Source: an optimization exercise on an open RTL-to-GDS flow (aim: a short achievable clock period and few clock cycles). Production flows keep margins and buffers that such runs may drop. In this exercise RTL edits were held to simulation tests only and were not proved equivalent to the original. Power and IR drop assume default switching activity.

===== flow/run.sh =====
#!/bin/bash
# Own flow: the standard layout (standard.sh) with one change in
# synthesis: ABC maps with a tight delay target (flow/abc_delay.script)
# instead of ORFS's abc_speed script, so paths below the critical one are not
# traded for area. Registers are inferred and mapped exactly as in the
# standard synthesis; only the combinational mapping differs.
set -euo pipefail
W=$(pwd)
cat > "$W/flow_synth.tcl" <<EOT
proc abc {args} {
  set i [lsearch \$args -script]
  if {\$i >= 0} {
    set args [lreplace \$args [expr {\$i + 1}] [expr {\$i + 1}] $W/flow/abc_delay.script]
  }
  puts "flow: abc with script $W/flow/abc_delay.script"

  yosys abc {*}\$args
}
source $W/synth_recipe.tcl
EOT
sed "s|SYNTH_SCRIPT=[^ ]*|SYNTH_SCRIPT=$W/flow_synth.tcl|" "$W/standard.sh" > "$W/flow_standard.sh"
grep -q "SYNTH_SCRIPT=$W/flow_synth.tcl" "$W/flow_standard.sh"
bash "$W/flow_standard.sh" "$@" > "$W/flow_make.log" 2>&1

===== flow/abc_delay.script =====
strash
balance
dch
map -D 500 -p
topo
buffer -c
topo
stime -c
upsize -c
dnsize -c

===== standard.sh =====
#!/bin/bash
# synth_recipe.tcl (not shown) runs the flow's synth.tcl, then flattens the netlist and writes it again
# the make line also repeats each setting of config.mk as NAME=value (left out here)
make -C /OpenROAD-flow-scripts/flow DESIGN_CONFIG=/design/flow/config.mk WORK_HOME=/design/flow/orfs CLKGATE_MAP_FILE= SYNTH_SCRIPT=/design/flow/synth_recipe.tcl "${@:-finish}"

===== config.mk =====
export PLATFORM = sky130hd
export DESIGN_NAME = pipelineCore
export DESIGN_NICKNAME = pipelineCore
export VERILOG_FILES = /design/flow/design.v
export SDC_FILE = /design/flow/constraint.sdc
export NUM_CORES = 4
export LEC_CHECK = 0
export CAP_MARGIN = 20
export CORE_MARGIN = 2
export CORE_UTILIZATION = 35
export PLACE_DENSITY = 0.55
export SETUP_SLACK_MARGIN = 4
export SLEW_MARGIN = 20

===== constraint.sdc =====
create_clock -name core_clock -period 7.0 [get_ports {clk}]
set_input_delay 1.4000 -clock core_clock [delete_from_list [all_inputs] [get_ports {clk}]]
set_output_delay 1.4000 -clock core_clock [all_outputs]
set_load 0.01 [all_outputs]

===== design.v =====
package corePkg;
	localparam logic [5:0] OP_ALU    = 6'b000001;  
	localparam logic [5:0] OP_ALUI   = 6'b000010;  
	localparam logic [5:0] OP_LOAD   = 6'b000011;
	localparam logic [5:0] OP_STORE  = 6'b100011;  
	localparam logic [5:0] OP_BRANCH = 6'b000100;  
	localparam logic [5:0] OP_JUMP   = 6'b000101;
	typedef struct packed {
		logic add;
		logic sub;
		logic sll;
		logic srl;
		logic sra;
		logic orr;
		logic xorr;
		logic andd;
		logic ge;
		logic lt;
		logic eq;
		logic ne;
	} aluSelT;
	typedef struct packed {
		logic valid;
		logic predTaken;  
		logic [16-1:0] seqPc;  
		logic [16-1:0] brPc;  
		logic [8-1:0] bhtIdx;
		logic [32-1:0] rfA;  
		logic [32-1:0] rfB;  
		logic [5-1:0] rd;
		logic [5-1:0] rs1;
		logic [5-1:0] src2;  
		logic writesRd;  
		logic isAluI;
		logic isLoad;
		logic isStore;
		logic isBranch;
		logic useAdd;  
		logic useSub;
		logic useShl;
		logic useShr;
		logic useLogic;
		aluSelT sel;
		logic brNoop;  
		logic brSkip1;  
		logic [3:0] byteEn;
		logic [2:0] width;
		logic [32-1:0] imm;
		logic fwdA;
		logic fwdB;
		logic fwdS;
		logic bypA;
		logic bypB;
	} ifIdT;
	typedef struct packed {
		logic regWrite;  
		logic load;
		logic memValid;  
		logic store;
		logic branch;
		logic predTaken;
		logic brNoop;
		logic brSkip1;
		logic [16-1:0] altPc;
		logic [8-1:0] bhtIdx;
		logic [3:0] byteEn;
		logic [16-1:0] addr;  
		logic [5-1:0] rd;
		aluSelT sel;
		logic [2:0] width;
	} idExT;
	typedef struct packed {
		logic [32-1:0] addA;
		logic [32-1:0] addB;
		logic [32-1:0] subA;
		logic [32-1:0] subB;
		logic [32-1:0] shlA;  
		logic [4:0] shlB;
		logic [32-1:0] shrA;  
		logic [4:0] shrB;
		logic [32-1:0] logA;
		logic [32-1:0] logB;
		logic [32-1:0] stData;
		logic [32-1:0] brA;  
		logic [32-1:0] brB;
	} operandsT;
endpackage
module ksAdder #(
	parameter int W = 32
) (
	input  logic [W-1:0] a,
	input  logic [W-1:0] b,
	input  logic cin,
	output logic [W-1:0] sum
);
	always_comb begin
		logic [W-1:0] g;
		logic [W-1:0] p;
		logic [W-1:0] gg;
		logic [W-1:0] pp;
		g = a & b;
		p = a ^ b;
		gg = g;
		pp = p;
		gg[0] = g[0] | (p[0] & cin);
		for (int d = 1; d < W; d = d * 2) begin
			for (int i = W - 1; i >= d; i--) begin
				gg[i] = gg[i] | (pp[i] & gg[i - d]);
				pp[i] = pp[i] & pp[i - d];
			end
		end
		sum = p ^ {gg[W-2:0], cin};
	end
endmodule
`timescale 1ns/1ps
module fetchStage (
	input  logic clk,
	input  logic reset,
	input  logic memStall,
	input  logic stall,  
	input  logic taken,  
	input  logic redirT,  
	input  logic redirN,
	input  logic [16-1:0] target,
	input  logic [32-1:0] imemData,
	input  logic exWrite,  
	input  logic [5-1:0] exRd,
	input  logic [32-1:1] wbHot,  
	input  logic wbEn,
	input  logic [5-1:0] wbRd,
	input  logic [32-1:0] wbData,
	input  logic [32-1:1][32-1:0] regFile,
	input  logic [32-1:0] heldA,  
	input  logic [32-1:0] heldB,
	input  logic bhtWrite,  
	input  logic [15:0] bhtWRow,  
	input  logic [15:0] bhtWCol,
	input  logic bhtWTaken,
	output logic [16-1:0] imemAddr,
	output logic imemValid,
	output corePkg::ifIdT ifId
);
	logic [16-1:0] pc;
	logic [32-1:0] fetchWord;  
	logic [16-1:0] pcPlus4;
	logic [16-1:0] brTarget;
	logic [16-1:0] immPc;
	logic predTaken;
	logic [15:0][15:0] bhtValid;
	logic [15:0][15:0] bhtTaken;
	logic [15:0] rowHot;
	logic [15:0] colHot;
	logic [15:0] rowValid;
	logic [15:0] rowTaken;
	logic hitValid;
	logic hitTaken;
	logic lastTaken;
	logic [8-1:0] prevIdx;  
	logic [16-1:0] pcNorm;  
	logic validNorm;
	logic [32-1:1][32-1:0] rfNext;  
	logic [5:0] opcode;
	logic [5-1:0] rdField;
	logic [5-1:0] rs1Field;
	logic [5-1:0] src2;
	logic [3:0] fn;
	logic isAlu, isAluI, isLoad, isStore, isBranch, isJump, usesAlu;
	corePkg::ifIdT dec;
	logic [32-1:0] rs1Hot;
	logic [32-1:0] rs2Hot;
	logic [32-1:0] rdHot;
	logic [32-1:0] rfA;
	logic [32-1:0] src2Hot;
	logic [32-1:0] rfB;
	logic srcRd;  
	assign fetchWord = {imemData[7:0], imemData[15:8], imemData[23:16], imemData[31:24]};
	assign imemAddr = pc;
	assign opcode = fetchWord[31:26];
	assign rdField = fetchWord[25:21];
	assign rs1Field = fetchWord[20:16];
	assign fn = fetchWord[3:0];
	assign isAlu = opcode == corePkg::OP_ALU;
	assign isAluI = opcode == corePkg::OP_ALUI;
	assign isLoad = opcode == corePkg::OP_LOAD;
	assign isStore = opcode == corePkg::OP_STORE;
	assign isBranch = opcode == corePkg::OP_BRANCH;
	assign isJump = opcode == corePkg::OP_JUMP;
	assign usesAlu = isAlu || isAluI || isBranch;
	assign srcRd = isStore || isBranch;
	assign src2 = srcRd ? rdField : fetchWord[15:11];
	always_comb begin
		for (int i = 0; i < 32; i++) begin
			rs1Hot[i] = rs1Field == 5'(i);
			rs2Hot[i] = fetchWord[15:11] == 5'(i);
			rdHot[i] = rdField == 5'(i);
		end
		rfA = '0;
		rfB = '0;
		for (int i = 0; i < 32; i++)
			src2Hot[i] = srcRd ? rdHot[i] : rs2Hot[i];  
		for (int i = 1; i < 32; i++) begin
			rfNext[i] = wbHot[i] ? wbData : regFile[i];
			rfA = rfA | ({32{rs1Hot[i]}} & rfNext[i]);
			rfB = rfB | ({32{src2Hot[i]}} & rfNext[i]);
		end
	end
	always_comb begin
		for (int r = 0; r < 16; r++) begin
			rowValid[r] = |(colHot & bhtValid[r]);
			rowTaken[r] = |(colHot & bhtTaken[r]);
		end
	end
	assign hitValid = |(rowHot & rowValid);
	assign hitTaken = |(rowHot & rowTaken);
	assign lastTaken = hitValid ? hitTaken : fetchWord[15];
	assign predTaken = isJump || (isBranch && lastTaken);
	assign immPc = {{(16-12){fetchWord[15]}}, fetchWord[15:4]};
	ksAdder #(.W(16)) u_pcPlus4 (.a(pc), .b(16'(4)), .cin(1'b0), .sum(pcPlus4));
	ksAdder #(.W(16)) u_brTarget (.a(pcPlus4), .b(immPc), .cin(1'b0), .sum(brTarget));
	always_comb begin
		dec = '0;
		dec.valid = 1'b1;
		dec.predTaken = predTaken;
		dec.seqPc = pcPlus4;
		dec.brPc = brTarget;
		dec.bhtIdx = prevIdx;
		dec.rfA = rfA;
		dec.rfB = rfB;
		dec.rd = rdField;
		dec.rs1 = rs1Field;
		dec.src2 = src2;
		dec.writesRd = (isAlu || isAluI || isLoad) && rdField != '0;
		dec.isAluI = isAluI;
		dec.isLoad = isLoad;
		dec.isStore = isStore;
		dec.isBranch = isBranch;
		if (isAlu || isAluI) begin
			case (fn)
				4'd1, 4'd6, 4'd8, 4'd9, 4'd13: dec.useSub = 1'b1;
				4'd2: dec.useShl = 1'b1;
				4'd3, 4'd4: dec.useShr = 1'b1;
				4'd5, 4'd7, 4'd15: dec.useLogic = 1'b1;
				default: dec.useAdd = 1'b1;
			endcase
		end
		if (usesAlu) begin
			case (fn)
				4'd1: dec.sel.sub = 1'b1;
				4'd2: dec.sel.sll = 1'b1;
				4'd3: dec.sel.srl = 1'b1;
				4'd4: dec.sel.sra = 1'b1;
				4'd5: dec.sel.orr = 1'b1;
				4'd6: dec.sel.ge = 1'b1;
				4'd7: dec.sel.xorr = 1'b1;
				4'd8: dec.sel.lt = 1'b1;
				4'd9: dec.sel.eq = 1'b1;
				4'd13: dec.sel.ne = 1'b1;
				4'd15: dec.sel.andd = 1'b1;
				default: dec.sel.add = 1'b1;
			endcase
		end
		dec.brNoop = fetchWord[15:4] == 12'd0;
		dec.brSkip1 = fetchWord[15:4] == 12'd4;
		case (fetchWord[2:0])
			3'd1: dec.byteEn = 4'b0011;
			3'd2: dec.byteEn = 4'b0001;
			default: dec.byteEn = 4'b1111;
		endcase
		dec.width = fetchWord[2:0];
		dec.imm = {{(32-12){fetchWord[15]}}, fetchWord[15:4]};
		dec.fwdA = ifId.writesRd && ifId.rd == rs1Field;
		dec.fwdB = ifId.writesRd && ifId.rd == src2 && !isAluI;
		dec.fwdS = ifId.writesRd && ifId.rd == src2;
		dec.bypA = exWrite && exRd == rs1Field;
		dec.bypB = exWrite && exRd == src2;
	end
	always_comb begin
		pcNorm = stall ? pc : (predTaken ? brTarget : pcPlus4);
		validNorm = stall ? ifId.valid : 1'b1;
	end
	always_ff @(posedge clk) begin
		if (reset) begin
			pc <= 16'(512);
			imemValid <= 1'b0;
			ifId.valid <= 1'b0;
		end else begin
			imemValid <= 1'b1;
			if (!memStall) begin
				if (taken) begin
					pc <= redirT ? target : pcNorm;
					ifId.valid <= !redirT && validNorm;  
				end else begin
					pc <= redirN ? target : pcNorm;
					ifId.valid <= !redirN && validNorm;
				end
			end
		end
	end
	always_ff @(posedge clk) begin
		if (reset) begin
			rowHot <= 16'(1);
			colHot <= 16'(1);
			prevIdx <= '0;
		end else if (!memStall && !stall) begin
			rowHot <= 16'(1) << pc[9:6];
			colHot <= 16'(1) << pc[5:2];
			prevIdx <= pc[9:2];
		end
	end
	always_ff @(posedge clk) begin
		if (!memStall) begin
			if (!stall) begin
				ifId.predTaken <= dec.predTaken;
				ifId.seqPc <= dec.seqPc;
				ifId.brPc <= dec.brPc;
				ifId.bhtIdx <= dec.bhtIdx;
				ifId.rfA <= dec.rfA;
				ifId.rfB <= dec.rfB;
				ifId.rd <= dec.rd;
				ifId.rs1 <= dec.rs1;
				ifId.src2 <= dec.src2;
				ifId.writesRd <= dec.writesRd;
				ifId.isAluI <= dec.isAluI;
				ifId.isLoad <= dec.isLoad;
				ifId.isStore <= dec.isStore;
				ifId.isBranch <= dec.isBranch;
				ifId.useAdd <= dec.useAdd;
				ifId.useSub <= dec.useSub;
				ifId.useShl <= dec.useShl;
				ifId.useShr <= dec.useShr;
				ifId.useLogic <= dec.useLogic;
				ifId.sel <= dec.sel;
				ifId.brNoop <= dec.brNoop;
				ifId.brSkip1 <= dec.brSkip1;
				ifId.byteEn <= dec.byteEn;
				ifId.width <= dec.width;
				ifId.imm <= dec.imm;
				ifId.fwdA <= dec.fwdA;
				ifId.fwdB <= dec.fwdB;
				ifId.fwdS <= dec.fwdS;
				ifId.bypA <= dec.bypA;
				ifId.bypB <= dec.bypB;
			end else begin
				ifId.fwdA <= 1'b0;
				ifId.fwdB <= 1'b0;
				ifId.fwdS <= 1'b0;
				ifId.rfA <= heldA;
				ifId.rfB <= heldB;
				ifId.bypA <= exWrite && exRd == ifId.rs1;
				ifId.bypB <= exWrite && exRd == ifId.src2;
			end
		end
	end
	always_ff @(posedge clk) begin
		for (int r = 0; r < 16; r++)
			for (int c = 0; c < 16; c++)
				if (reset)
					bhtValid[r][c] <= 1'b0;
				else if (bhtWrite && bhtWRow[r] && bhtWCol[c])
					bhtValid[r][c] <= 1'b1;
	end
	always_ff @(posedge clk) begin
		for (int r = 0; r < 16; r++)
			for (int c = 0; c < 16; c++)
				if (bhtWrite && bhtWRow[r] && bhtWCol[c])
					bhtTaken[r][c] <= bhtWTaken;
	end
endmodule
`timescale 1ns/1ps
module decodeStage (
	input  logic clk,
	input  logic reset,
	input  logic memStall,
	input  logic taken,  
	input  logic killT,  
	input  logic killN,
	input  corePkg::ifIdT ifId,
	input  logic exWrite,  
	input  logic [32-1:0] exResult,  
	input  logic [32-1:1] wbHot,  
	input  logic wbEn,
	input  logic [5-1:0] wbRd,
	input  logic [32-1:0] wbData,
	output logic [32-1:1][32-1:0] regFile,
	output logic [32-1:0] rdata1,  
	output logic [32-1:0] rdata2,
	output logic stall,  
	output corePkg::idExT idEx,
	output corePkg::operandsT ops
);
	logic [32-1:0] valA;
	logic [32-1:0] valB;
	logic [32-1:0] valS;
	logic [16-1:0] addr;
	logic fwdA, fwdB, fwdS;
	logic liveT;
	logic liveN;
	logic live;  
	assign stall = ifId.valid && (ifId.isLoad || ifId.isStore) && ifId.fwdA && exWrite;
	assign liveT = ifId.valid && !killT && !stall;
	assign liveN = ifId.valid && !killN && !stall;
	assign live = taken ? liveT : liveN;
	assign rdata1 = ifId.bypA ? wbData : ifId.rfA;
	assign rdata2 = ifId.bypB ? wbData : ifId.rfB;
	assign fwdA = ifId.fwdA && exWrite;
	assign fwdB = ifId.fwdB && exWrite;
	assign fwdS = ifId.fwdS && exWrite;
	assign valA = fwdA ? exResult : rdata1;
	assign valB = fwdB ? exResult : (ifId.isAluI ? ifId.imm : rdata2);
	assign valS = fwdS ? exResult : rdata2;
	logic [16-1:0] addrRf;
	logic [16-1:0] addrWb;
	ksAdder #(.W(16)) u_addrRf (.a(ifId.rfA[16-1:0]), .b(ifId.imm[16-1:0]), .cin(1'b0), .sum(addrRf));
	ksAdder #(.W(16)) u_addrWb (.a(wbData[16-1:0]), .b(ifId.imm[16-1:0]), .cin(1'b0), .sum(addrWb));
	assign addr = ifId.bypA ? addrWb : addrRf;
	always_ff @(posedge clk) begin
		for (int i = 1; i < 32; i++)
			if (wbHot[i])
				regFile[i] <= wbData;
	end
	always_ff @(posedge clk) begin
		if (reset) begin
			idEx.regWrite <= 1'b0;
			idEx.load <= 1'b0;
			idEx.memValid <= 1'b0;
			idEx.store <= 1'b0;
			idEx.branch <= 1'b0;
		end else if (!memStall) begin
			idEx.regWrite <= live && ifId.writesRd;
			idEx.load <= live && ifId.isLoad;
			idEx.memValid <= live && (ifId.isLoad || ifId.isStore);
			idEx.store <= live && ifId.isStore;
			idEx.branch <= live && ifId.isBranch;
		end
	end
	always_ff @(posedge clk) begin
		if (!memStall) begin
			idEx.predTaken <= ifId.predTaken;
			idEx.brNoop <= ifId.brNoop;
			idEx.brSkip1 <= ifId.brSkip1;
			idEx.altPc <= ifId.predTaken ? ifId.seqPc : ifId.brPc;
			idEx.bhtIdx <= ifId.bhtIdx;
			idEx.byteEn <= ifId.byteEn;
			idEx.addr <= addr;
			idEx.rd <= ifId.rd;
			idEx.width <= ifId.width;
			idEx.sel <= ifId.sel;
		end
	end
	always_ff @(posedge clk) begin
		if (!memStall && ifId.useAdd) begin
			ops.addA <= valA;
			ops.addB <= valB;
		end
		if (!memStall && ifId.useSub) begin
			ops.subA <= valA;
			ops.subB <= valB;
		end
		if (!memStall && ifId.useShl) begin
			ops.shlA <= valA;
			ops.shlB <= valB[4:0];
		end
		if (!memStall && ifId.useShr) begin
			ops.shrA <= valA;
			ops.shrB <= valB[4:0];
		end
		if (!memStall && ifId.useLogic) begin
			ops.logA <= valA;
			ops.logB <= valB;
		end
		if (!memStall && ifId.isStore)
			ops.stData <= valS;
		if (!memStall && ifId.isBranch) begin
			ops.brA <= valA;
			ops.brB <= valB;
		end
	end
endmodule
`timescale 1ns/1ps
module executeStage (
	input  logic clk,
	input  logic reset,
	input  logic memStall,
	input  corePkg::idExT idEx,
	input  corePkg::operandsT ops,
	input  logic [32-1:0] loadData,  
	input  logic decodeSeq,  
	output logic [32-1:0] result,  
	output logic taken,  
	output logic redirT,  
	output logic redirN,
	output logic killT,  
	output logic killN,
	output logic [16-1:0] target,
	output logic [32-1:1] wbHot,
	output logic wbEn,
	output logic [5-1:0] wbRd,
	output logic [32-1:0] wbData,
	output logic bhtWrite,  
	output logic [15:0] bhtWRow,  
	output logic [15:0] bhtWCol,
	output logic bhtWTaken
);
	logic [32-1:0] diff;
	logic [32-1:0] sum;
	logic [32-1:0] shl;
	logic [32-1:0] shr;
	logic geq;
	logic equal;
	logic [32-1:0] aluResult;
	ksAdder #(.W(32)) u_sum (.a(ops.addA), .b(ops.addB), .cin(1'b0), .sum(sum));
	ksAdder #(.W(32)) u_diff (.a(ops.subA), .b(~ops.subB), .cin(1'b1), .sum(diff));
	always_comb begin
		logic [32-1:0] gt;
		logic [32-1:0] eqb;
		gt = ops.subA & ~ops.subB;
		eqb = ~(ops.subA ^ ops.subB);
		for (int w = 1; w < 32; w = w * 2) begin
			for (int i = 0; i < 32; i = i + 2 * w) begin
				gt[i] = gt[i + w] | (eqb[i + w] & gt[i]);
				eqb[i] = eqb[i + w] & eqb[i];
			end
		end
		geq = gt[0] | eqb[0];
		equal = eqb[0];
	end
	assign shl = ops.shlA << ops.shlB;
	assign shr = idEx.sel.sra ? 32'($signed(ops.shrA) >>> ops.shrB) : ops.shrA >> ops.shrB;
	assign aluResult =
		({32{idEx.sel.add}} & sum) |
		({32{idEx.sel.sub}} & diff) |
		({32{idEx.sel.sll}} & shl) |
		({32{idEx.sel.srl || idEx.sel.sra}} & shr) |
		({32{idEx.sel.orr}} & (ops.logA | ops.logB)) |
		({32{idEx.sel.xorr}} & (ops.logA ^ ops.logB)) |
		({32{idEx.sel.andd}} & (ops.logA & ops.logB)) |
		32'((idEx.sel.ge && geq) || (idEx.sel.lt && !geq) ||
			(idEx.sel.eq && equal) || (idEx.sel.ne && !equal));
	assign result = idEx.load ? loadData : aluResult;
	always_comb begin
		logic [32-1:0] gt;
		logic [32-1:0] eqb;
		logic brGeq;
		logic brEq;
		gt = ops.brA & ~ops.brB;
		eqb = ~(ops.brA ^ ops.brB);
		for (int w = 1; w < 32; w = w * 2) begin
			for (int i = 0; i < 32; i = i + 2 * w) begin
				gt[i] = gt[i + w] | (eqb[i + w] & gt[i]);
				eqb[i] = eqb[i + w] & eqb[i];
			end
		end
		brGeq = gt[0] | eqb[0];
		brEq = eqb[0];
		taken = ((idEx.sel.add || idEx.sel.sub || idEx.sel.xorr) && (ops.brA[0] ^ ops.brB[0])) ||
			(idEx.sel.orr && (ops.brA[0] || ops.brB[0])) ||
			(idEx.sel.andd && ops.brA[0] && ops.brB[0]) ||
			(idEx.sel.sll && ops.brA[0] && ops.brB[4:0] == 5'd0) ||
			((idEx.sel.srl || idEx.sel.sra) && ops.brA[ops.brB[4:0]]) ||
			(idEx.sel.ge && brGeq) || (idEx.sel.lt && !brGeq) ||
			(idEx.sel.eq && brEq) || (idEx.sel.ne && !brEq);
	end
	assign target = idEx.altPc;
	always_comb begin
		logic check;
		check = idEx.branch && !idEx.brNoop;
		killT = check && !idEx.predTaken;
		redirT = killT && !(idEx.brSkip1 && decodeSeq);
		killN = check && idEx.predTaken;
		redirN = killN;
	end
	always_ff @(posedge clk) begin
		if (reset) begin
			bhtWrite <= 1'b0;
		end else begin
			bhtWrite <= idEx.branch && !memStall;
		end
	end
	always_ff @(posedge clk) begin
		bhtWRow <= 16'(1) << idEx.bhtIdx[7:4];
		bhtWCol <= 16'(1) << idEx.bhtIdx[3:0];
		bhtWTaken <= taken;
	end
	always_ff @(posedge clk) begin
		if (reset) begin
			wbEn <= 1'b0;
			wbHot <= '0;
		end else if (!memStall) begin
			wbEn <= idEx.regWrite;
			for (int i = 1; i < 32; i++)
				wbHot[i] <= idEx.regWrite && idEx.rd == 5'(i);
		end
	end
	always_ff @(posedge clk) begin
		if (!memStall) begin
			wbRd <= idEx.rd;
		end
	end
	always_ff @(posedge clk) begin
		if (!memStall && idEx.regWrite)
			wbData <= result;
	end
endmodule
`timescale 1ns/1ps
module memoryStage (
	input  logic memValid,
	input  logic store,
	input  logic [3:0] byteEn,
	input  logic [2:0] width,
	input  logic [16-1:0] memAddr,
	input  logic [32-1:0] storeData,
	input  logic [32-1:0] dmemRdata,  
	output logic dmemValid,
	output logic dmemWrite,
	output logic [16-1:0] dmemAddr,
	output logic [32-1:0] dmemWdata,
	output logic [3:0] dmemByteEn,
	output logic [32-1:0] loadData
);
	assign dmemValid = memValid;
	assign dmemByteEn = byteEn;
	assign dmemWrite = store;
	assign dmemAddr = memAddr;
	assign dmemWdata = storeData;  
	always_comb begin
		case (width)
			3'd1: loadData = {{(32-16){1'b0}}, dmemRdata[15:0]};
			3'd2: loadData = {{(32-8){1'b0}}, dmemRdata[7:0]};
			default: loadData = dmemRdata;
		endcase
	end
endmodule
`timescale 1ns/1ps
module pipelineCore (
	input  logic clk,
	input  logic reset,
	input  logic memStall,  
	input  logic [32-1:0] imemData,
	input  logic [32-1:0] dmemRdata,
	output logic [16-1:0] imemAddr,
	output logic imemValid,
	output logic dmemValid,
	output logic dmemWrite,  
	output logic [16-1:0] dmemAddr,
	output logic [32-1:0] dmemWdata,
	output logic [3:0] dmemByteEn
);
	corePkg::ifIdT ifId;
	corePkg::idExT idEx;
	corePkg::operandsT ops;
	logic [32-1:0] exResult;
	logic taken;
	logic redirT;
	logic redirN;
	logic killT;
	logic killN;
	logic stall;
	logic bhtWrite;
	logic [15:0] bhtWRow;
	logic [15:0] bhtWCol;
	logic bhtWTaken;
	logic [16-1:0] target;
	logic [32-1:0] loadData;
	logic wbEn;
	logic [32-1:1] wbHot;
	logic [5-1:0] wbRd;
	logic [32-1:0] wbData;
	logic [32-1:1][32-1:0] regFile;
	logic [32-1:0] rdata1;
	logic [32-1:0] rdata2;
	fetchStage u_fetchStage (
		.clk(clk), .reset(reset), .memStall(memStall), .stall(stall),
		.taken(taken), .redirT(redirT), .redirN(redirN), .target(target), .imemData(imemData),
		.exWrite(idEx.regWrite), .exRd(idEx.rd),
		.wbHot(wbHot), .wbEn(wbEn), .wbRd(wbRd), .wbData(wbData), .regFile(regFile),
		.heldA(rdata1), .heldB(rdata2),
		.bhtWrite(bhtWrite), .bhtWRow(bhtWRow), .bhtWCol(bhtWCol), .bhtWTaken(bhtWTaken),
		.imemAddr(imemAddr), .imemValid(imemValid), .ifId(ifId)
	);
	decodeStage u_decodeStage (
		.clk(clk), .reset(reset), .memStall(memStall), .taken(taken), .killT(killT), .killN(killN),
		.ifId(ifId), .exWrite(idEx.regWrite), .exResult(exResult),
		.wbHot(wbHot), .wbEn(wbEn), .wbRd(wbRd), .wbData(wbData), .regFile(regFile),
		.rdata1(rdata1), .rdata2(rdata2), .stall(stall), .idEx(idEx), .ops(ops)
	);
	executeStage u_executeStage (
		.clk(clk), .reset(reset), .memStall(memStall), .idEx(idEx), .ops(ops),
		.loadData(loadData), .decodeSeq(ifId.valid && !ifId.predTaken && !stall),
		.result(exResult),
		.taken(taken), .redirT(redirT), .redirN(redirN), .killT(killT), .killN(killN),
		.target(target),
		.wbHot(wbHot), .wbEn(wbEn), .wbRd(wbRd), .wbData(wbData),
		.bhtWrite(bhtWrite), .bhtWRow(bhtWRow), .bhtWCol(bhtWCol), .bhtWTaken(bhtWTaken)
	);
	memoryStage u_memoryStage (
		.memValid(idEx.memValid), .store(idEx.store), .byteEn(idEx.byteEn), .width(idEx.width),
		.memAddr(idEx.addr), .storeData(ops.stData), .dmemRdata(dmemRdata),
		.dmemValid(dmemValid), .dmemWrite(dmemWrite), .dmemAddr(dmemAddr),
		.dmemWdata(dmemWdata), .dmemByteEn(dmemByteEn), .loadData(loadData)
	);
endmodule

==> summary.txt, run 1 <==
commonest non-fill, non-tap cell in the layout=dfxtp_1; first-pass GRT wire length=761000 um; H-tree depth=5; Fin. Hold Viols=0; Hold Crit Start=u_fetchStage.ifId[55]; Area growth syn-to-layout=28.9%; DRT antenna net count=0; ratio of final minimum period to clock period=50.8%; final cell count without fillers=14900; via count=102000; Clock Tree Root=clkbuf_16; TritonCTS Buffers=266; crit path DAT=4.31 ns; skew final=0.0941 ns; minimum clock period after layout=3.55 ns; CTS tree=done; setup slack at placement=1.35 ns; fin nets=10800; Worst Setup End Kind=flip-flop; hold-critical path depth=0; highest net fanout along the worst path=8; antenna violations before repair=61; worst reg2reg path depth=14; Yosys cell types=94; Top FF cell, synth=dfxtp_1; Max Root-Sink Buffers=4; worst setup margin=3.45 ns; leakage power=53.8 nW; Die Ht=563 um; die width=563 um; YS warnings=6; Power Internal=23.1 mW; share of cells above drive strength 1=33.2%; io pins=138; final setup fails=0; number of port buffers=136; global-route usage over all layers=33.8%; DRC viols=0; DPL Wire Length=325000 um; placed insts=13600; Seq/Total Area, Yosys=49.3%; crit path from=imemData[5]; Syn Nets=10300; Gate Count Post-Synth=10000; Switching Fraction=26.7%; outcome=timing/DRC/antenna clean; top cell type by total area after synthesis=dfxtp_1; clock network fraction of design power=44.5%; Initial Util=35.1%; Syn Area/Cell=10.9 um2; TritonCTS Sinks=2257; sw power=8.41 mW; row count=205; worst path required time=7.76 ns; gpl congestion=1.00; die area=317000 um2; RSZ-0062 raised after global routing=yes; slew margin rel.=21.7%; combinational share of power=10.9%; Post-synth EDFFs=881; HP Class=flip-flop to flip-flop; DR pass1 iterations=13; wire per inst=38.4 um; Worst R2R Start=u_decodeStage.ops[312]; Post-Syn Area=110000 um2; Final Max Tran Viols=0; Setup crit start kind=input pin; clock slew at reported path FFs=0.06 ns; maximum capacitance violations=0; Max Freq=0.281 GHz; Worst Tran Pin Value=1.17 ns; Pwr Density=223 nW/um2; flops & latches, synth=2257; Remaining Overflow, GRT=0; largest net degree at the start of global routing=150; Setup TNS=0 ns; vias in the first global route=94400; core region area=312000 um2; Async SR Flop Fraction=0%; vias per std cell=6.82; synth top area cells=dfxtp_1 (25%), edfxtp_1 (24%), mux2_2 (11%); Sequential Power Share=44.6%; DR iter-0 viols=17900; CP Class=input pin to flip-flop; Skew-Pair Late Insertion Delay=0.97 ns; worst vdd ir=0.187 mV; post-synth top area share=25.1%; most frequent cells in the layout=dfxtp_1 (1318), mux2_2 (1024), nand4_1 (886), edfxtp_1 (881), buf_4 (558); WL final=573000 um; fill cell count=28100
[per-layer routing]
layer	GRT usage, %	wire length (um)	part of all wire (%)
met3	13.3	78800	14
met2	48.4	231000	40
met5	0.346	547	0.095
met1	41.5	211000	37
met4	23.6	51600	9.0
[synthesized netlist by cell type, drive strengths merged, types with 172 or more instances]
cell type / count
a21oi: 202
a22o: 253
a22oi: 363
and2: 196
and3: 301
buf: 247
clkbuf: 733
dfxtp: 1376
edfxtp: 881
ha: 212
inv: 434
mux2: 1041
nand2: 290
nand4: 889
nor2: 222
o21a: 342
o21ai: 172
[sequential cells by signal, summed over array words and instances (netlist names)]
name / flops
u_executeStage.bhtWRow: 16
u_executeStage.bhtWrite: 1
u_decodeStage.ops: 362
u_executeStage.bhtWTaken: 1
u_fetchStage.imemValid: 1
u_fetchStage.prevIdx: 8
u_executeStage.bhtWCol: 16
u_fetchStage.colHot: 16
u_fetchStage.rowHot: 16
u_executeStage.wbHot: 31
u_fetchStage.bhtTaken: 256
u_fetchStage.bhtValid: 256
u_decodeStage.regFile: 992
u_fetchStage.pc: 16
u_executeStage.wbData: 32
u_decodeStage.idEx: 70
u_fetchStage.ifId: 167
[power groups by stage]
stage / sequential (mW) / clock [mW] / combinational, mW
5_1_grt: 14.1 / 14.6 / 3.42
3_3_place_gp: 14.3 / 0 / 2.15
3_5_place_dp: 14.3 / 0 / 2.16
6_report: 14.1 / 14.0 / 3.44
2_1_floorplan: 14.3 / 0 / 1.29
4_1_cts: 14.1 / 14.1 / 2.98
[worst paths after layout]
kind,slack [ns],end
hold / removal,0.42,u_decodeStage.idEx[12]
setup reg to reg,3.60,u_decodeStage.ops[355]
setup / recovery,3.45,u_fetchStage.ifId[100]
hold reg to reg,0.42,u_decodeStage.idEx[12]
[kinds of logic after synthesis]
kind of cell    count (synthesis)  synth area share (%)
compound gates               2429                  17.4
buf+inv                      1427                  5.19
other cells                     1               0.00342
simple gates                 2503                  13.3
fa+ha+maj                     217                  2.51
mux                          1151                  11.7
xor+xnor                       61                 0.501
flops                        2257                  49.3
[worst max-delay path, stage by stage]
cell	delay, ns
buf_2	0.13
nand2b_4	0.15
nor3_4	0.15
buf_6	0.15
nand2_8	0.11
nand2_8	0.16
buf_12	0.11
nand2_4	0.06
nand2_8	0.13
buf_12	0.15
nand4_4	0.21
buf_4	0.30
nor3_1	0.68
nor4_1	0.15
a41oi_1	0.24
[final cells by class]
type                       count  area, um2  share of cell area (%)
timing repair buffer        1161      14000                    9.89
sequential                  2257      54200                    38.4
tap                         4140       5180                    3.67
antenna                       53        133                  0.0939
multi-input combinational   6375      57100                    40.5
clock inverter                84        867                   0.614
timing repair inverter         8        180                   0.128
inverter                     447       1870                    1.32
clock buffer                 391       7700                    5.45
[stage by stage]
step	util (%)	hold slack (ns)	area (um2)	power, mW
after global placement	37.2	0.403	116000	16.5
final	45.3	0.417	141000	31.5
after detailed placement	37.2	0.405	116000	16.5
after CTS	43.8	0.417	137000	31.1
after floorplan	-	0.400	112000	15.5
after global routing	45.3	0.425	141000	32.1
[repair_timing]
action | in CTS | in global routing
setup endpoints to repair | 646 | 724
hold buffers | 0 | 0
resized for setup | 1441 | 537
pin swaps | 304 | 296
cloned | 93 | 19
buffers inserted | 450 | 182
Testbench counts, summed over its fixed seeds: cycles 82,133.
==> run 2, diff against run 1 <==
--- a/design.v
+++ b/design.v
@@ -187,5 +187,5 @@
 	assign isJump = opcode == corePkg::OP_JUMP;
 	assign usesAlu = isAlu || isAluI || isBranch;
-	assign srcRd = isStore || isBranch;
+	assign srcRd = opcode[5] || opcode[2];
 	assign src2 = srcRd ? rdField : fetchWord[15:11];
 	always_comb begin
==> run 2 against run 1 <==
Effect of this change:
- via count decreased by 12%
- clock-buffer cell count decreased by 70
- clock skew increased by 0.0041 ns
- highest routed layer unchanged
- still clean
- clock power about the same
- maximum frequency increased by 2.2%
- register-to-register slack improved by 0.11 ns
- largest power group unchanged
- combinational power decreased by 44%
==> summary.txt, run 2 <==
outcome=timing/DRC/antenna clean; Critical R2R Capture=u_fetchStage.pc[9]; YS warnings=6; die area=311000 um2; final setup fails=0; footprint of the multi-input gates=56200 um2; placed insts=13200; Final Max Tran Viols=0; HP Class=flip-flop to flip-flop; flops & latches, synth=2257; Top cell by count, worst path=buf_12; Largest Register=u_decodeStage.regFile; die width=558 um; Hold Crit Start=u_fetchStage.ifId[147]; DPL Wire Length=314000 um; dpl cell area=114000 um2; top cell type by total area after synthesis=dfxtp_1; most frequent cells in the layout=dfxtp_1 (1309), mux2_2 (982), edfxtp_1 (881), buf_4 (657), inv_1 (422); vias per std cell=6.20; RSZ-0062 raised after global routing=yes; fill cell count=27700; Largest regs=u_decodeStage.regFile (992), u_decodeStage.ops (362); skew final=0.0982 ns; vias in the first global route=85100; Seq/Total Area, Yosys=50.3%; share of cells above drive strength 1=35.1%; final cell count without fillers=14500; largest net degree at the start of global routing=140; reg-to-reg slack, setup=3.71 ns; post-synth top area share=25.7%; Initial Util=35.1%; via count=89700; worst setup margin=3.52 ns; Syn Area/Cell=11.3 um2; Crit-path slowest cell=a2111oi_4; Fin. Hold Viols=0; top cells by count, synth=dfxtp_1 (1376), mux2_2 (997), edfxtp_1 (881); Syn Nets=9809; Max Root-Sink Buffers=4; CP Class=input pin to flip-flop; Tot Pwr=29.5 mW; register area=54200 um2; worst reg2reg path depth=12; worst vdd ir=0.262 mV; first-pass GRT wire length=665000 um; number of port buffers=136; clock slew at reported path FFs=0.07 ns; DRT antenna net count=0; # hold bufs at CTS=0; Crit path largest cell delay=0.58 ns; Skew-Pair Late Insertion Delay=0.99 ns; TritonCTS Sinks=2257; worst path required time=7.65 ns; max reg flops=992; antenna violations before repair=36; minimum clock period after layout=3.48 ns; Worst Setup End Kind=flip-flop; global-route usage over all layers=29.7%; highest net fanout along the worst path=8; Post-Syn Area=107000 um2; Worst R2R Start=u_fetchStage.colHot[15]; WL final=485000 um; core region area=306000 um2; Die Ht=558 um; fin area=138000 um2; Gate Count Post-Synth=9525; synth top area cells=dfxtp_1 (26%), edfxtp_1 (25%), mux2_2 (10%); TritonCTS Buffers=245; commonest non-fill, non-tap cell in the layout=dfxtp_1; wire per inst=33.6 um; crit path DAT=4.13 ns; Remaining Overflow, GRT=0; Worst Tran Pin Value=1.34 ns; Pwr Density=213 nW/um2; leakage power=53.0 nW; Setup crit start kind=input pin; io pins=138; DRC viols=0; CTS tree=done; setup slack at placement=0.613 ns; H-tree depth=4; row count=203; most frequent cell after synthesis=dfxtp_1; hold path endpoint=u_decodeStage.idEx[40]; Post-synth EDFFs=881; ratio of final minimum period to clock period=49.7%; DR iter-0 viols=11200; Clock Tree Root=clkbuf_16; slew margin rel.=9.76%; Setup TNS=0 ns; hold-critical path depth=0; Async SR Flop Fraction=0%; Yosys cell types=92; maximum capacitance violations=0; gpl congestion=0.954; fin nets=10400; Max Freq=0.288 GHz; crit path cell chain=buf_12, buf_12, o21bai_4, o31ai_4, buf_12, buf_4, buf_12, o311a_4, and3_4, buf_4, a221o_1, a2111oi_4, a41oi_2; Top FF cell, synth=dfxtp_1; DR pass1 iterations=8; Area growth syn-to-layout=28.8%
run 2: cell types whose count changed after synthesis, moves of 33 or more:
| cell | change |
|---|---|
| nand4_1 | -705 |
| a22o_1 | +117 |
| clkbuf_1 | -98 |
| nand2_1 | -67 |
| a221oi_1 | +60 |
| a221o_1 | +47 |
| mux2_2 | -44 |
| o2111a_1 | +39 |
| nor4_1 | -33 |
run 2: repair_timing:
item / in CTS / in global routing
gates resized for setup: 1481 / 554
cloned: 49 / 11
pin swaps: 321 / 296
buffers inserted: 507 / 218
endpoints found under the setup margin: 691 / 487
run 2: how the worst max path moves through the flow:
stage | start | endpoint | cells after the start
floorplan | memStall | u_decodeStage.ops[160] | 3
global placement | imemData[7] | u_fetchStage.ifId[84] | 11
detailed placement | imemData[4] | u_fetchStage.ifId[99] | 10
CTS | imemData[4] | u_fetchStage.ifId[93] | 12
global route | imemData[7] | u_fetchStage.ifId[112] | 13
finish | imemData[7] | u_fetchStage.ifId[112] | 13
run 2: where the power goes:
part | switching [mW] | internal (mW)
Combinational | 1.21 | 0.696
Clock | 5.83 | 7.87
Sequential | 0.120 | 13.8
Total | 7.16 | 22.3
run 2: cell families after synthesis:
logic type | synth area share (%)
xor+xnor | 0.553
fa+ha+maj | 2.57
compound gates | 20.6
flops | 50.3
simple gates | 9.38
other cells | 0.00349
mux | 11.6
buf+inv | 4.99
run 2: worst max-delay path, delay by kind of cell:
family,cells,cell delay [ns]
and+or+nand+nor,1,0.30
AOI/OAI and AO/OA,6,1.55
buffers and inverters,6,0.85
run 2: layer usage:
layer  up-vias  GRT usage, %  routed length, um
met5         -             0                181
met4        26          17.5              34900
met3      1379          6.66              46300
met2      5203          45.7             213000
met1     45200          38.2             191000
li1      37900             -                  -
run 2: final cells by class:
class                           instances  share of cell area (%)
Tap cell                             4100                    3.71
Clock buffer                          321                    4.96
Antenna cell                           30                  0.0543
Timing Repair inverter                  7                  0.0462
Clock inverter                        139                    1.11
Sequential cell                      2257                    39.2
Timing Repair Buffer                 1171                    8.88
Inverter                              473                    1.40
Multi-Input combinational cell       5964                    40.6
run 2: stage by stage:
stage | hold slack [ns] | utilization [%]
final | 0.413 | 45.2
after floorplan | 0.400 | -
after global routing | 0.420 | 45.2
after CTS | 0.416 | 43.7
after detailed placement | 0.405 | 37.4
after global placement | 0.405 | 37.3
Testbench counts of run 2, summed over its fixed seeds: cycles 82,133.
==> run 3, diff against run 2 <==
--- a/design.v
+++ b/design.v
@@ -27,5 +27,5 @@
 		logic [8-1:0] bhtIdx;
 		logic [32-1:0] rfA;  
-		logic [32-1:0] rfB;  
+		logic [32-1:0] src2Hot;  
 		logic [5-1:0] rd;
 		logic [5-1:0] rs1;
@@ -132,5 +132,4 @@
 	input  logic [32-1:1][32-1:0] regFile,
 	input  logic [32-1:0] heldA,  
-	input  logic [32-1:0] heldB,
 	input  logic bhtWrite,  
 	input  logic [15:0] bhtWRow,  
@@ -172,5 +171,4 @@
 	logic [32-1:0] rfA;
 	logic [32-1:0] src2Hot;
-	logic [32-1:0] rfB;
 	logic srcRd;  
 	assign fetchWord = {imemData[7:0], imemData[15:8], imemData[23:16], imemData[31:24]};
@@ -196,5 +194,4 @@
 		end
 		rfA = '0;
-		rfB = '0;
 		for (int i = 0; i < 32; i++)
 			src2Hot[i] = srcRd ? rdHot[i] : rs2Hot[i];  
@@ -202,5 +199,4 @@
 			rfNext[i] = wbHot[i] ? wbData : regFile[i];
 			rfA = rfA | ({32{rs1Hot[i]}} & rfNext[i]);
-			rfB = rfB | ({32{src2Hot[i]}} & rfNext[i]);
 		end
 	end
@@ -226,5 +222,5 @@
 		dec.bhtIdx = prevIdx;
 		dec.rfA = rfA;
-		dec.rfB = rfB;
+		dec.src2Hot = src2Hot;
 		dec.rd = rdField;
 		dec.rs1 = rs1Field;
@@ -316,5 +312,5 @@
 				ifId.bhtIdx <= dec.bhtIdx;
 				ifId.rfA <= dec.rfA;
-				ifId.rfB <= dec.rfB;
+				ifId.src2Hot <= dec.src2Hot;
 				ifId.rd <= dec.rd;
 				ifId.rs1 <= dec.rs1;
@@ -346,5 +342,4 @@
 				ifId.fwdS <= 1'b0;
 				ifId.rfA <= heldA;
-				ifId.rfB <= heldB;
 				ifId.bypA <= exWrite && exRd == ifId.rs1;
 				ifId.bypB <= exWrite && exRd == ifId.src2;
@@ -389,4 +384,5 @@
 	output corePkg::operandsT ops
 );
+	logic [32-1:0] rf2;
 	logic [32-1:0] valA;
 	logic [32-1:0] valB;
@@ -402,5 +398,10 @@
 	assign live = taken ? liveT : liveN;
 	assign rdata1 = ifId.bypA ? wbData : ifId.rfA;
-	assign rdata2 = ifId.bypB ? wbData : ifId.rfB;
+	always_comb begin
+		rf2 = '0;
+		for (int i = 1; i < 32; i++)
+			rf2 = rf2 | ({32{ifId.src2Hot[i]}} & regFile[i]);
+	end
+	assign rdata2 = ifId.bypB ? wbData : rf2;
 	assign fwdA = ifId.fwdA && exWrite;
 	assign fwdB = ifId.fwdB && exWrite;
@@ -674,5 +675,5 @@
 		.exWrite(idEx.regWrite), .exRd(idEx.rd),
 		.wbHot(wbHot), .wbEn(wbEn), .wbRd(wbRd), .wbData(wbData), .regFile(regFile),
-		.heldA(rdata1), .heldB(rdata2),
+		.heldA(rdata1),
 		.bhtWrite(bhtWrite), .bhtWRow(bhtWRow), .bhtWCol(bhtWCol), .bhtWTaken(bhtWTaken),
 		.imemAddr(imemAddr), .imemValid(imemValid), .ifId(ifId)
==> run 3 against run 2 <==
Effect of this change:
- non-clock buffer count fell by 298
- global-route usage up 0.73 points
- sequential share of layout area up 1.5 points
- maximum frequency is 6.2% higher
- sequential power about the same
- die area is essentially flat
- clock power about the same
- core utilization fell by 1.7 points
- clock skew shrank 0.015 ns
- power is 4.8% higher
- via count is 0.95% higher
- worst setup slack improved by 0.20 ns
- critical path type is now flip-flop to flip-flop
==> summary.txt, run 3 <==
outcome=timing/DRC/antenna clean; largest net degree at the start of global routing=174; top cell type by total area after synthesis=dfxtp_1; minimum clock period after layout=3.28 ns; top cells by count, synth=dfxtp_1 (1376), edfxtp_1 (880), mux2_2 (743); Clock Tree Root=clkbuf_16; wire per inst=35.1 um; die area=311000 um2; Top FF cell, synth=dfxtp_1; DPL Wire Length=323000 um; H-tree depth=5; gpl congestion=1.00; DRT antenna net count=0; YS warnings=6; via count=90600; Async SR Flop Fraction=0%; core region area=306000 um2; final core utilization=43.5%; Gate Count Post-Synth=9614; Crit-path slowest cell=dfxtp_2; Pwr Density=232 nW/um2; # hold bufs at CTS=0; most frequent cell after synthesis=dfxtp_1; slew margin rel.=21.1%; vias per std cell=6.35; Worst Tran Pin Value=1.18 ns; skew final=0.0832 ns; share of cells above drive strength 1=28.9%; maximum capacitance violations=0; Syn Nets=9898; DRC viols=0; synth top area cells=dfxtp_1 (26%), edfxtp_1 (25%), mux2_2 (7.8%); Worst Setup End Kind=flip-flop; RSZ-0062 raised after global routing=yes; highest net fanout along the worst path=19; Yosys cell types=95; most frequent cells in the layout=dfxtp_1 (1324), edfxtp_1 (880), mux2_2 (735), inv_1 (604), buf_4 (518); first-pass GRT wire length=676000 um; leakage power=51.4 nW; HP Class=flip-flop to flip-flop; flops & latches, synth=2256; WL final=501000 um; final setup fails=0; CTS tree=done; TritonCTS Sinks=2256; ratio of final minimum period to clock period=46.8%; worst vdd ir=0.184 mV; Crit path largest cell delay=0.48 ns; antenna violations before repair=45; hold-critical path depth=0; max reg flops=992; Fin. Hold Viols=0; Post-synth EDFFs=880; crit path DAT=3.98 ns; Final Max Tran Viols=0; row count=203; Die Ht=558 um; Max Root-Sink Buffers=4; Setup crit start kind=flip-flop; commonest non-fill, non-tap cell in the layout=dfxtp_1; post-synth top area share=25.6%; DR iter-0 viols=12500; clock slew at reported path FFs=0.06 ns; CP Class=flip-flop to flip-flop; Syn Area/Cell=11.2 um2; Post-Syn Area=107000 um2; number of port buffers=136; io pins=138; worst reg2reg path depth=8; Remaining Overflow, GRT=0; TritonCTS Buffers=264; Seq/Total Area, Yosys=50.3%; die width=558 um; DR pass1 iterations=7; worst path required time=7.70 ns; fin nets=10200; vias in the first global route=86200; Initial Util=35.1%; Setup TNS=0 ns; Largest Register=u_decodeStage.regFile; Largest regs=u_decodeStage.regFile (992), u_decodeStage.ops (362); global-route usage over all layers=30.5%; Area growth syn-to-layout=23.8%; crit path cell chain=buf_6, clkinv_4, buf_4, nor2_1, buf_4, nand3b_1, a31oi_2, buf_6; Skew-Pair Late Insertion Delay=0.95 ns; Max Freq=0.305 GHz
## run 3: cell types whose count changed after synthesis, sizes merged, moves of 45 or more
cell / previous run / this run
a22o: 370 / 257
nor3b: 114 / 34
buf: 223 / 290
clkbuf: 636 / 553
o21a: 334 / 410
o21ai: 189 / 135
inv: 462 / 670
mux2i: 125 / 372
mux2: 997 / 743
nor2: 246 / 189
o221a: 12 / 69
a2111oi: 126 / 66
a22oi: 391 / 444
o221ai: 9 / 54
## run 3: kinds of logic (layout without fill, tap and decap cells)
group | Yosys count | in the layout | share of synthesized area (%)
AOI/OAI and AO/OA | 2799 | 2800 | 21.0
xor gates and xnor gates | 59 | 59 | 0.495
and+or+nand+nor | 1634 | 1646 | 8.57
other | 1 | 22 | 0.00349
DFF | 2256 | 2256 | 50.3
buffers and inverters | 1533 | 2045 | 5.87
adders and majority gates | 217 | 217 | 2.56
muxes | 1115 | 1115 | 11.3
## run 3: through the flow
stage          power [mW]  setup slack (ns)  area [um2]  std cells  hold WS (ns)
2_1_floorplan        15.5              3.31      109000       9614         0.400
3_3_place_gp         16.6              1.67      113000      13300         0.402
3_5_place_dp         16.6              1.84      113000      13300         0.406
4_1_cts              30.6              3.74      128000      14000         0.420
5_1_grt              31.5              3.69      133000      14200         0.427
6_report             30.9              3.72      133000      14300         0.420
## run 3: layout make-up
cell class,count,area (um2)
diodes,21,52.6
repair inverters,4,30.0
flip-flops and latches,2256,54100
multi-input cells,5838,53500
fillers,28100,173000
clock buffers,387,7550
well taps,4100,5130
repair buffers,873,8700
clock inverters,91,981
inverters,690,2810
## run 3: critical path, delay by kind of cell, from the launching register on
kind	cells	cell delay [ns]
flops	1	0.48
simple gates	2	0.61
buf+inv	5	1.52
compound gates	1	0.33
## run 3: power by group
group          switching, mW  total (mW)  internal, mW
Clock                   5.93        13.9          7.96
Sequential             0.210        14.1          13.9
Combinational           1.87        2.89          1.03
Total                   8.00        30.9          22.9
## run 3: worst paths after layout
check	to	start	slack [ns]
min	u_decodeStage.idEx[64]	u_fetchStage.ifId[44]	0.42
max reg2reg	u_decodeStage.ops[347]	u_decodeStage.idEx[70]	3.72
min reg2reg	u_decodeStage.idEx[64]	u_fetchStage.ifId[44]	0.42
max	u_decodeStage.ops[347]	u_decodeStage.idEx[70]	3.72
## run 3: per-layer routing
metal / vias up / wire, um / track usage (%)
li1: 37500 / - / -
met1: 45600 / 194000 / 38.8
met2: 5873 / 212000 / 45.0
met3: 1578 / 57100 / 8.58
met4: 22 / 37700 / 19.7
met5: - / 165 / 0
## run 3: timing repair
item / CTS / global route
pin swaps: 151 / 226
endpoints found under the setup margin: 687 / 637
resized for setup: 1113 / 584
setup buffers: 244 / 203
cloned: 21 / 13
Testbench counts of run 3, summed over its fixed seeds: cycles 82,133.
==> run 4, diff against run 3 <==
--- a/config.mk
+++ b/config.mk
@@ -8,6 +8,6 @@
 export CAP_MARGIN = 20
 export CORE_MARGIN = 2
-export CORE_UTILIZATION = 35
-export PLACE_DENSITY = 0.55
+export CORE_UTILIZATION = 45
+export PLACE_DENSITY = 0.65
 export SETUP_SLACK_MARGIN = 4
 export SLEW_MARGIN = 20
==> run 4 against run 3 <==
Effect of this change:
- still clean
- combinational power fell by 2%
- area after synthesis did not move
- synthesized cell count did not move
- core utilization grew 11 points
- sequential share of layout area up 0.76 points
- critical endpoint is now dmemAddr[14]
- largest cell class unchanged
==> summary.txt, run 4 <==
combinational share of power=9.3%; largest family of logic cells by synthesized area=compound AO/OA/AOI/OAI gates; top cells by count, synth=dfxtp_1 (1376), edfxtp_1 (880), mux2_2 (743); CTS tree=done; WL final=485000 um; largest net degree at the start of global routing=229; top cell type by total area after synthesis=dfxtp_1; CP top delay family=flip-flops; minimum clock period after layout=3.33 ns; TritonCTS Sinks=2256; mux cell area share after synthesis=11.3%; sw power=7.77 mW; Skew-Pair Late Insertion Delay=0.93 ns; Syn Nets=9898; core region area=238000 um2; final cell count without fillers=13200; final setup fails=0; commonest non-fill, non-tap cell in the layout=dfxtp_1; fill cell count=19600; via count=91800; Remaining Overflow, GRT=0; Switching Fraction=25.7%; adder-cell share of the synthesized area=2.56%; setup slack at placement=1.78 ns; Die Ht=493 um; worst setup margin=3.67 ns; DRT antenna net count=0; clock network fraction of design power=44.0%; HP Class=flip-flop to flip-flop; Largest regs=u_decodeStage.regFile (992), u_decodeStage.ops (362); share of cells above drive strength 1=28.2%; Seq/Total Area, Yosys=50.3%; die width=493 um; RSZ-0062 raised after global routing=yes; Yosys cell types=95; gpl congestion=1.07; Max Root-Sink Buffers=3; DPL Wire Length=311000 um; Power Internal=22.5 mW; max reg flops=992; leakage power=50.8 nW; Max Freq=0.300 GHz; Crit-path slowest cell=edfxtp_1; DRC viols=0; Setup crit start kind=flip-flop; area share of and/or/nand/nor cells after synthesis=8.57%; row count=179; clock slew at reported path FFs=0.06 ns; outcome=timing/DRC/antenna clean; Async SR Flop Fraction=0%; first-pass GRT wire length=656000 um; most frequent cell after synthesis=dfxtp_1; vias in the first global route=86600; number of port buffers=136; Syn Area/Cell=11.2 um2; skew final=0.0841 ns; Area growth syn-to-layout=21.5%; slew margin rel.=14.3%; post-synth top area share=25.6%; CP Class=flip-flop to primary output; DR pass1 iterations=9; highest net fanout along the worst path=1; wire per inst=36.6 um; Fin. Hold Viols=0; most frequent cells in the layout=dfxtp_1 (1320), edfxtp_1 (880), mux2_2 (737), inv_1 (598), buf_4 (458); io pins=138; ratio of final minimum period to clock period=47.6%; complex-gate fraction of the synthesized area=21.0%; Worst Setup End Kind=primary output; Setup TNS=0 ns; Post-Syn Area=107000 um2; vias per std cell=6.94; antenna violations before repair=44; worst path required time=5.60 ns; CP Buf/Inv Count=1; placed insts=12300; Gate Count Post-Synth=9614; Initial Util=45.2%; flops & latches, synth=2256; fin nets=10100; Crit path largest cell delay=0.82 ns; Clock Tree Root=clkbuf_16; H-tree depth=4; TritonCTS Buffers=233; die area=243000 um2; maximum capacitance violations=0; global-route usage over all layers=37.7%; Largest Register=u_decodeStage.regFile; Post-synth EDFFs=880; Top FF cell, synth=dfxtp_1; DR iter-0 viols=15000; crit path DAT=1.93 ns; Worst Tran Pin Value=1.28 ns; xor/xnor share of the synthesized area=0.495%; synth top area cells=dfxtp_1 (26%), edfxtp_1 (25%), mux2_2 (7.8%); YS warnings=6; worst vdd ir=0.230 mV; Sequential Power Share=46.7%; crit path cell chain=buf_6; Pwr Density=232 nW/um2; Final Max Tran Viols=0
[run 4: cell types whose count changed in the layout (fill, tap and decap cells not counted), sizes merged, moves of 6 or more]
cell	delta
diode	+7
clkinv	+22
inv	-7
buf	-59
dlygate4sd2	-10
bufinv	+14
dlymetal6s2s	-6
clkdlybuf4s15	+22
clkbuf	-68
[run 4: final cells by class]
class	instances	area (um2)	area share, %
Tap cell	3167	3960	3.04
Clock buffer	320	6620	5.07
Antenna cell	28	70.1	0.0537
Timing Repair Buffer	816	8280	6.35
Inverter	690	2790	2.14
Multi-Input combinational cell	5834	53000	40.6
Sequential cell	2256	54100	41.5
Timing Repair inverter	5	32.5	0.0249
Clock inverter	124	1590	1.22
[run 4: timing repair]
item                                    in CTS  in global routing
pin swaps                                  133                209
gates cloned                                20                 10
endpoints found under the setup margin     574                436
resized for setup                         1099                522
buffers inserted                           237                174
hold buffers                                 0                  0
[run 4: worst paths after layout]
path	end	slack, ns	cells after the start	from
max	dmemAddr[14]	3.67	1	u_decodeStage.idEx[34]
min	u_decodeStage.idEx[9]	0.41	0	u_fetchStage.ifId[52]
max reg2reg	u_fetchStage.pc[13]	3.72	11	u_decodeStage.ops[2]
min reg2reg	u_decodeStage.idEx[9]	0.41	0	u_fetchStage.ifId[52]
[run 4: stage by stage]
step / power (mW) / utilization, % / hold slack, ns / cell area (um2)
final: 30.3 / 54.9 / 0.412 / 130000
after global routing: 30.8 / 54.9 / 0.412 / 130000
after CTS: 29.9 / 53.1 / 0.412 / 126000
after detailed placement: 16.5 / 47.0 / 0.405 / 112000
after global placement: 16.5 / 47.0 / 0.401 / 112000
after floorplan: 15.5 / - / 0.400 / 109000
[run 4: cells by family after synthesis]
kind of cell               count (synthesis)
and+or+nand+nor                         1634
adders and majority gates                217
buffers and inverters                   1533
DFF                                     2256
muxes                                   1115
AOI/OAI and AO/OA                       2799
other                                      1
xor gates and xnor gates                  59
[run 4: layer usage]
layer / vias to the layer above / global-route usage (%) / wire [um]
li1: 37200 / - / -
met5: - / 0 / 287
met1: 45500 / 47.2 / 176000
met3: 1834 / 12.6 / 66400
met2: 7228 / 54.3 / 200000
met4: 40 / 27.2 / 42900
[run 4: power groups by stage]
stage               logic [mW]  registers [mW]  clock network, mW
finish                    2.82            14.1               13.3
CTS                       2.47            14.1               13.3
global route              2.85            14.1               13.8
detailed placement        2.12            14.4                  0
floorplan                 1.22            14.3                  0
global placement          2.10            14.4                  0

==> port drivers added, routing unchanged <==
How much do the figures lean on ideal ports? The routed layouts below were timed once more, with nothing changed but the port constraints.
Step 1 (the two cells are an assumption about what drives the block):
set clk [get_ports {clk}]
set_driving_cell -lib_cell sky130_fd_sc_hd__clkbuf_16 $clk
set_driving_cell -lib_cell sky130_fd_sc_hd__buf_2 [delete_from_list [all_inputs] $clk]
Step 2 times the ports against the registers' clock, not the clock port: input delays grow and output delays shrink by t, the midpoint of the rising clock arrivals with the driver on.
Slacks: no drivers / after step 1 / after step 2; pairs: no drivers / after step 1.
run | shift t [ns] | setup slack, ns | worst setup path after step 2
run 1 | 1.020 | 3.447 / 3.483 / 2.463 | input to register
run 2 | 1.052 | 3.522 / 3.565 / 2.513 | input to register
run 3 | 0.999 | 3.724 / 3.724 / 2.760 | input to register
run 4 | 0.987 | 3.671 / 3.575 / 2.935 | input to register
After both steps setup and hold are still met in every run listed. The setup slack of run 2, which loses most, moves by +0.043 ns with the drivers and by -1.009 ns with both steps.
